Context: an optimization exercise on an open-source flow, tuned for small area, a short achievable clock period and few clock cycles per item. The choices shown serve that exercise and are no tape-out recipe. Only simulation tests tie the RTL to the original design; equivalence was not proved. Power figures rest on the tool's default switching activity, not on a simulated workload.

==> design.v <==
`timescale 1ns / 1ps
package lfuc_pkg;
  localparam int unsigned KEY_W      = 32;
  localparam int unsigned LIMIT_W    = 5;
  localparam int unsigned OUT_FREQ_W = 16;
  localparam int unsigned TOTAL_W    = 32;
  localparam logic [LIMIT_W-1:0]    LIMIT_RESET  = 5'd16;
  localparam logic [OUT_FREQ_W-1:0] OUT_FREQ_MAX = 16'hFFFF;
endpackage
`timescale 1ns / 1ps
module lfuc_ctrl
(
  input  logic clk_i,
  input  logic rst_ni,
  input  logic start,
  output logic req_o,
  output logic busy,
  output logic done_o
);
  logic req_q;
  logic done_q;
  always_ff @(posedge clk_i or negedge rst_ni) begin
    if (!rst_ni) begin
      req_q  <= 1'b0;
      done_q <= 1'b0;
    end else begin
      req_q  <= start;
      done_q <= req_q;
    end
  end
  assign req_o  = req_q;
  assign busy   = 1'b0;
  assign done_o = done_q;
endmodule
`timescale 1ns / 1ps
module lfuc_dpath
#(
  parameter int unsigned CACHE_ENTRIES = 16,
  parameter int unsigned FREQ_BITS     = 16
) (
  input  logic                            clk_i,
  input  logic                            rst_ni,
  input  logic                            req_i,
  input  logic                            cfg_we_i,
  input  logic [lfuc_pkg::LIMIT_W-1:0]    cfg_wdata_i,
  input  logic [lfuc_pkg::KEY_W-1:0]      lookup_key_i,
  output logic                            was_hit_o,
  output logic                            did_evict_o,
  output logic [lfuc_pkg::KEY_W-1:0]      evicted_key_o,
  output logic [lfuc_pkg::OUT_FREQ_W-1:0] new_frequency_o,
  output logic [lfuc_pkg::TOTAL_W-1:0]    total_hits_o,
  output logic [lfuc_pkg::TOTAL_W-1:0]    total_misses_o
);
  localparam int unsigned N     = CACHE_ENTRIES;
  localparam int unsigned KW    = lfuc_pkg::KEY_W;
  localparam int unsigned OCC_W = $clog2(CACHE_ENTRIES + 1);
  localparam int unsigned CMP_W = (OCC_W > lfuc_pkg::LIMIT_W) ? OCC_W : lfuc_pkg::LIMIT_W;
  localparam logic [FREQ_BITS-1:0] FREQ_MAX = {FREQ_BITS{1'b1}};
  localparam logic [FREQ_BITS-1:0] FREQ_ONE = FREQ_BITS'(1);
  logic [N-1:0]                 valid_q;
  logic [KW-1:0]                key_q  [N];
  logic [FREQ_BITS-1:0]         freq_q [N];
  logic [N-1:0]                 lt_q   [N];    
  logic [OCC_W-1:0]             occ_q;
  logic [lfuc_pkg::LIMIT_W-1:0] limit_q;
  logic [KW-1:0]                lookup_q;
  logic [lfuc_pkg::TOTAL_W-1:0] hits_q;
  logic [lfuc_pkg::TOTAL_W-1:0] misses_q;
  logic [N-1:0]         match;
  logic [N-1:0]         key_lt;    
  logic                 hit;
  logic [FREQ_BITS-1:0] hit_freq;
  logic [FREQ_BITS-1:0] new_freq;
  always_comb begin
    hit_freq = '0;
    for (int i = 0; i < N; i++) begin
      match[i]  = valid_q[i] && (key_q[i] == lookup_q);
      key_lt[i] = lookup_q < key_q[i];
      hit_freq  = hit_freq | (match[i] ? freq_q[i] : '0);
    end
  end
  assign hit      = |match;
  assign new_freq = !hit ? FREQ_ONE :
                    (hit_freq == FREQ_MAX) ? hit_freq : hit_freq + FREQ_ONE;
  logic [N-1:0] new_lt;
  always_comb begin
    for (int j = 0; j < N; j++) begin
      new_lt[j] = (new_freq < freq_q[j]) || ((new_freq == freq_q[j]) && key_lt[j]);
    end
  end
  logic [N-1:0] victim;
  always_comb begin
    for (int i = 0; i < N; i++) begin
      victim[i] = valid_q[i];
      for (int j = 0; j < N; j++) begin
        if (j < i) begin
          victim[i] = victim[i] && (!valid_q[j] || !lt_q[j][i]);
        end else if (j > i) begin
          victim[i] = victim[i] && (!valid_q[j] || lt_q[i][j]);
        end
      end
    end
  end
  logic [CMP_W-1:0] limit_ext;
  logic [CMP_W-1:0] limit_eff;
  always_comb begin
    limit_ext = CMP_W'(limit_q);
    if (limit_ext == '0) begin
      limit_eff = CMP_W'(1);
    end else if (limit_ext > CMP_W'(N)) begin
      limit_eff = CMP_W'(N);
    end else begin
      limit_eff = limit_ext;
    end
  end
  logic full;
  logic evict;
  assign full  = CMP_W'(occ_q) >= limit_eff;
  assign evict = !hit && full;
  logic [N-1:0] free_oh;
  always_comb begin
    logic below;
    below = 1'b1;
    for (int i = 0; i < N; i++) begin
      free_oh[i] = below && !valid_q[i];
      below      = below && valid_q[i];
    end
  end
  logic [N-1:0] sel;
  assign sel = !req_i ? '0 : hit ? match : evict ? victim : free_oh;
  logic [KW-1:0] victim_key;
  always_comb begin
    victim_key = '0;
    for (int i = 0; i < N; i++) begin
      victim_key = victim_key | (victim[i] ? key_q[i] : '0);
    end
  end
  always_ff @(posedge clk_i or negedge rst_ni) begin
    if (!rst_ni) begin
      valid_q  <= '0;
      occ_q    <= '0;
      limit_q  <= lfuc_pkg::LIMIT_RESET;
      hits_q   <= '0;
      misses_q <= '0;
    end else begin
      if (cfg_we_i) begin
        limit_q <= cfg_wdata_i;
      end
      if (req_i) begin
        if (hit) begin
          hits_q <= hits_q + lfuc_pkg::TOTAL_W'(1);
        end else begin
          misses_q <= misses_q + lfuc_pkg::TOTAL_W'(1);
          valid_q  <= valid_q | sel;
          if (!evict) begin
            occ_q <= occ_q + OCC_W'(1);
          end
        end
      end
    end
  end
  always_ff @(posedge clk_i) begin
    lookup_q <= lookup_key_i;
    for (int i = 0; i < N; i++) begin
      if (sel[i]) begin
        freq_q[i] <= new_freq;
        if (!hit) begin
          key_q[i] <= lookup_q;
        end
      end
      for (int j = i + 1; j < N; j++) begin
        if (sel[i]) begin
          lt_q[i][j] <= new_lt[j];
        end else if (sel[j]) begin
          lt_q[i][j] <= !new_lt[i];
        end
      end
    end
  end
  always_ff @(posedge clk_i) begin
    was_hit_o       <= hit;
    did_evict_o     <= evict;
    evicted_key_o   <= evict ? victim_key : '0;
    new_frequency_o <= new_freq;
  end
  assign total_hits_o   = hits_q;
  assign total_misses_o = misses_q;
endmodule
`timescale 1ns / 1ps
module lfu_fully_associative_cache
#(
  parameter int unsigned CACHE_ENTRIES = 16,
  parameter int unsigned FREQ_BITS     = 16
) (
  input  logic                  clk_i,
  input  logic                  rst_ni,
  input  logic                  start,
  output logic                  busy,
  input  logic [lfuc_pkg::KEY_W-1:0]      lookup_key_i,
  input  logic                  cfg_we_i,
  input  logic [lfuc_pkg::LIMIT_W-1:0]    cfg_wdata_i,
  output logic                  done_o,
  output logic                  was_hit_o,
  output logic                  did_evict_o,
  output logic [lfuc_pkg::KEY_W-1:0]      evicted_key_o,
  output logic [lfuc_pkg::OUT_FREQ_W-1:0] new_frequency_o,
  output logic [lfuc_pkg::TOTAL_W-1:0]    total_hits_o,
  output logic [lfuc_pkg::TOTAL_W-1:0]    total_misses_o
);
  logic req;
  lfuc_ctrl u_ctrl (
    .clk_i  (clk_i),
    .rst_ni (rst_ni),
    .start  (start),
    .req_o  (req),
    .busy   (busy),
    .done_o (done_o)
  );
  lfuc_dpath #(
    .CACHE_ENTRIES (CACHE_ENTRIES),
    .FREQ_BITS     (FREQ_BITS)
  ) u_dpath (
    .clk_i           (clk_i),
    .rst_ni          (rst_ni),
    .req_i           (req),
    .cfg_we_i        (cfg_we_i),
    .cfg_wdata_i     (cfg_wdata_i),
    .lookup_key_i    (lookup_key_i),
    .was_hit_o       (was_hit_o),
    .did_evict_o     (did_evict_o),
    .evicted_key_o   (evicted_key_o),
    .new_frequency_o (new_frequency_o),
    .total_hits_o    (total_hits_o),
    .total_misses_o  (total_misses_o)
  );
endmodule
==> run.sh <==
#!/bin/bash
# synth_recipe.tcl (not shown) runs the flow's synth.tcl, then flattens the netlist and writes it again
# the make line also repeats each setting of config.mk as NAME=value (left out here)
make -C /OpenROAD-flow-scripts/flow DESIGN_CONFIG=/design/flow/config.mk WORK_HOME=/design/flow/orfs CLKGATE_MAP_FILE= SYNTH_SCRIPT=/design/flow/synth_recipe.tcl finish
==> config.mk <==
export PLATFORM = sky130hd
export DESIGN_NAME = lfu_fully_associative_cache
export DESIGN_NICKNAME = lfu_fully_associative_cache
export VERILOG_FILES = /design/flow/design.v
export SDC_FILE = /design/flow/constraint.sdc
export NUM_CORES = 4
export LEC_CHECK = 0
export CAP_MARGIN = 20
export CORE_MARGIN = 2
export CORE_UTILIZATION = 40
export SLEW_MARGIN = 20
==> constraint.sdc <==
create_clock -name core_clock -period 10.0 [get_ports {clk_i}]
set_input_delay 2.0000 -clock core_clock [delete_from_list [all_inputs] [get_ports {clk_i}]]
set_output_delay 2.0000 -clock core_clock [all_outputs]
set_load 0.01 [all_outputs]
==> run summary <==
status complete, no violations; worst-skew pair later-pin latency 0.78 ns; First-pass DRT Iterations 6; FP Rows 141; TritonCTS clock tree done; Area growth syn-to-layout 14.8%; power per cell area 179 nW/µm²; Post-synth top flop edfxtp_1; CP required 10.48 ns; GRT Total Usage 0.292; clk root buf clkbuf_16; gate count after technology mapping 5,355; Post-CTS Hold Fix Bufs 0; Max Fclk 109 MHz; pin count of the biggest net entering global routing 51; Final min period 9.17 ns; grt ovf 0; Buffers on Ports 155; critical path class reg -> reg; GP Congestion 0.982; Clock Skew 0.0409 ns; DR top layer met5; total CTS buffers 120; clock buffer depth 3; Worst setup SP type flop; WL/cell 29.7 µm; P_leak 31.5 nW; DP Cell Count 7,443; dpl hpwl 161 mm; setup slack, reg-to-reg 0.83 ns; final period utilization 0.917; first-pass GRT wire length 323 mm; post-CTS setup buffers 0; Layout Nets 6,454; unrepaired setup endpoints after global routing no; Die X-Extent 391 µm; Starting Density 0.404; Worst-path clk slew 0.06 ns; final hold vios 0; wl on met1 93.2 mm; Die ar. 153,000 µm²; H-tree levels 3; Layout Utilization 0.464; Final ANT Viol Nets 0; Slew Limit Fails 0; fraction of layout cells with a size suffix above 1 0.0781; drt total wl 227 mm; Initial DRC Count 6,652; initial antenna violation count 9; Arrival @ worst endpoint 9.65 ns; diode count 0; metal3 WL 26.3 mm; cts repair resizes 0; async set-reset flop share out of synthesis 0.0866; crit path capture type flop; design area 68,700 µm²; DR WL met2 96.3 mm; Netlist cell types 85; clock sink total 1,062; peak ir drop on the vdd network 0.171 mV; vias in the first global route 45,400; Synth warnings 5; post-synthesis sequential area ratio 0.512; transition time of the tightest slew-check pin 1.15 ns; Seq cells post-synth 1,062; Placed Area 64,800 µm²; max-cap violations 0; Rel. slew slack 0.232; Hold Crit Depth 0; Post-Syn Area 59,800 µm²; setup TNS 0 ns; post-synthesis average cell area 11.2 µm²; Final setup viols 0; Vias per Instance 6.13; Synth Net Count 6,173; reg2reg path depth 24; core footprint 148,000 µm²; Hold WS 0.407 ns; Die Ht 391 µm; Post-route DRC 0; CP Max Fanout 21; Tightest Hold Check Type reg -> reg; final cell count without fillers 7,667; Post-synth EDFFs 888; IO Pins 157; routed via count 47,000
-- power by group --
part | leakage, nW | switching, mW | internal, mW
combinational | 19.9 | 1.50 | 0.677
sequential | 9.73 | 0.321 | 5.29
clock | 1.92 | 1.93 | 2.57
total | 31.5 | 3.75 | 8.54
-- metrics by stage --
stage | power [mW] | setup slack, ns
global route | 12.7 | 0.537
detailed placement | 7.79 | 0.952
floorplan | 6.76 | 3.22
finish | 12.3 | 0.825
CTS | 12.3 | 0.878
global placement | 7.75 | 0.687
-- cells by family (layout without fill, tap and decap cells) --
family                   count (synthesis)  after routing  share of synthesized area
XOR/XNOR                                76             76                     0.0111
multiplexers                            28             28                    0.00489
other                                    1              1                  0.0000627
flip-flops                            1062           1062                      0.512
AND/OR/NAND/NOR                       1162           1162                      0.100
buffers and inverters                  963           1345                     0.0629
adder cells (fa/ha/maj)                777            777                      0.162
AO/OA/AOI/OAI                         1286           1286                      0.147
-- path summary, 6_finish.rpt --
kind                                           start                    to
worst max-delay path            u_dpath.lookup_q[26]    u_dpath.lt_q[6][8]
worst min register to register          u_ctrl.req_q         u_ctrl.done_q
min in group asynchronous                     rst_ni  u_dpath.misses_q[27]
max in group asynchronous                     rst_ni    u_dpath.valid_q[6]
worst min-delay path                    u_ctrl.req_q         u_ctrl.done_q
worst max register to register  u_dpath.lookup_q[26]    u_dpath.lt_q[6][8]
-- synthesized netlist by cell type, types with 10 or more instances --
cell type  instances  area share
a2111oi_0         12      0.0018
a211oi_1          17      0.0021
a21o_1           241       0.030
a21oi_1          190       0.016
a221oi_1          49      0.0072
a222oi_1          32      0.0054
a22o_1            39      0.0057
a22oi_1          262       0.033
a31oi_1           10      0.0010
and3_1            49      0.0051
and4_1            21      0.0031
buf_2             45      0.0038
clkbuf_1         101      0.0063
dfrtp_1           91       0.038
dfxtp_1           82       0.027
edfxtp_1         888        0.45
ha_1             777        0.16
inv_1            791       0.050
mux2i_1           18      0.0030
nand2_1          333       0.021
nand2b_1          33      0.0035
nand3_1           73      0.0061
nand4_1          308       0.032
nor2_1           190       0.012
nor2b_1           53      0.0055
nor3_1            20      0.0017
nor4_1            36      0.0038
o21a_1            48      0.0060
o21ai_0          244       0.020
o21ai_1           27      0.0023
o221ai_1          10      0.0015
o22ai_1           26      0.0027
xnor2_1           59      0.0086
xor2_1            17      0.0025
-- routing by layer --
| layer | vias up | track usage |
|---|---|---|
| met5 | - | 0 |
| met4 | 8 | 0.133 |
| met3 | 525 | 0.0654 |
| met2 | 2893 | 0.433 |
| met1 | 23100 | 0.406 |
| li1 | 20500 | - |
-- area by class of cell --
| class | instances | area (µm²) |
|---|---|---|
| clock inverters | 58 | 554 |
| repair buffers | 324 | 2830 |
| clock buffers | 165 | 3370 |
| inverters | 798 | 3000 |
| multi-input cells | 3330 | 25900 |
| well taps | 1930 | 2410 |
| flip-flops and latches | 1062 | 30600 |
| fillers | 13500 | 79500 |
-- flip-flops by register name (all words and copies together) (netlist names) --
register	flops
u_ctrl.done_q	1
u_ctrl.req_q	1
u_dpath.did_evict_o	1
u_dpath.evicted_key_o	32
u_dpath.freq_q	256
u_dpath.hits_q	32
u_dpath.key_q	512
u_dpath.limit_q	5
u_dpath.lookup_q	32
u_dpath.lt_q	120
u_dpath.misses_q	32
u_dpath.new_frequency_o	16
u_dpath.occ_q	5
u_dpath.valid_q	16
u_dpath.was_hit_o	1
-- layout by cell type, fill, tap and decap left out, types with 53 or more instances in the layout --
master / synthesis / final
a21o_1: 241 / 241
dfxtp_1: 82 / 82
buf_4: 8 / 168
o21ai_0: 244 / 242
xnor2_1: 59 / 54
nand3_1: 73 / 73
inv_1: 791 / 791
clkbuf_16: 0 / 124
nand2_1: 333 / 332
ha_1: 777 / 777
nor2b_1: 53 / 53
nand4_1: 308 / 308
a21oi_1: 190 / 187
dfrtp_1: 91 / 91
edfxtp_1: 888 / 888
clkdlybuf4s50_1: 0 / 154
nor2_1: 190 / 172
a22oi_1: 262 / 262
-- worst max-delay path: stages (launching register included) --
cell and delay (ns):
dfxtp_1 0.81, buf_4 0.40, ha_1 0.19, nand4_1 0.38
nor4_2 0.88, and4_1 0.73, buf_4 0.40, a22o_1 0.21
a221oi_1 0.06, nand4_1 0.30, nand4_2 0.26, nor3b_2 0.42
a21oi_1 0.14, o21ai_2 0.70, buf_4 0.33, ha_1 0.17
nand4_1 0.10, nor3_1 0.36, nand3_1 0.26, a2111oi_0 0.57
o21ai_0 0.16, a211oi_1 0.25, a21oi_1 0.32, nand2_2 0.32
o21ai_0 0.12
Testbench counts, summed over its fixed seeds: cycles 24,016, lookups 24,000.

re-timing with driven ports:
The flow's constraints put no driver on any port. The routed layout listed below was extracted and timed again, unchanged, in two steps. Step 1: set_driving_cell puts a clkbuf_16 on clk_i and a buf_2 on each other input, an assumption about the parent block. Step 2 times the ports against the registers' clock, not the clock port: input delays grow and output delays shrink by t, the midpoint of the rising clock arrivals with the driver on. Three values: no drivers, after step 1, after step 2; two values: the first two.
t (ns): 0.837
setup slack, ns: 0.825 / 0.825 / 0.825
worst setup path after step 2: register to register
worst register clock-pin slew, ns: 0.07 / 0.07
worst slew at a driven data input, ns: 0.05
After both steps this run still meets setup and hold. For this run, drivers alone change the setup slack by 0.000 ns; drivers and shift together by 0.000 ns.
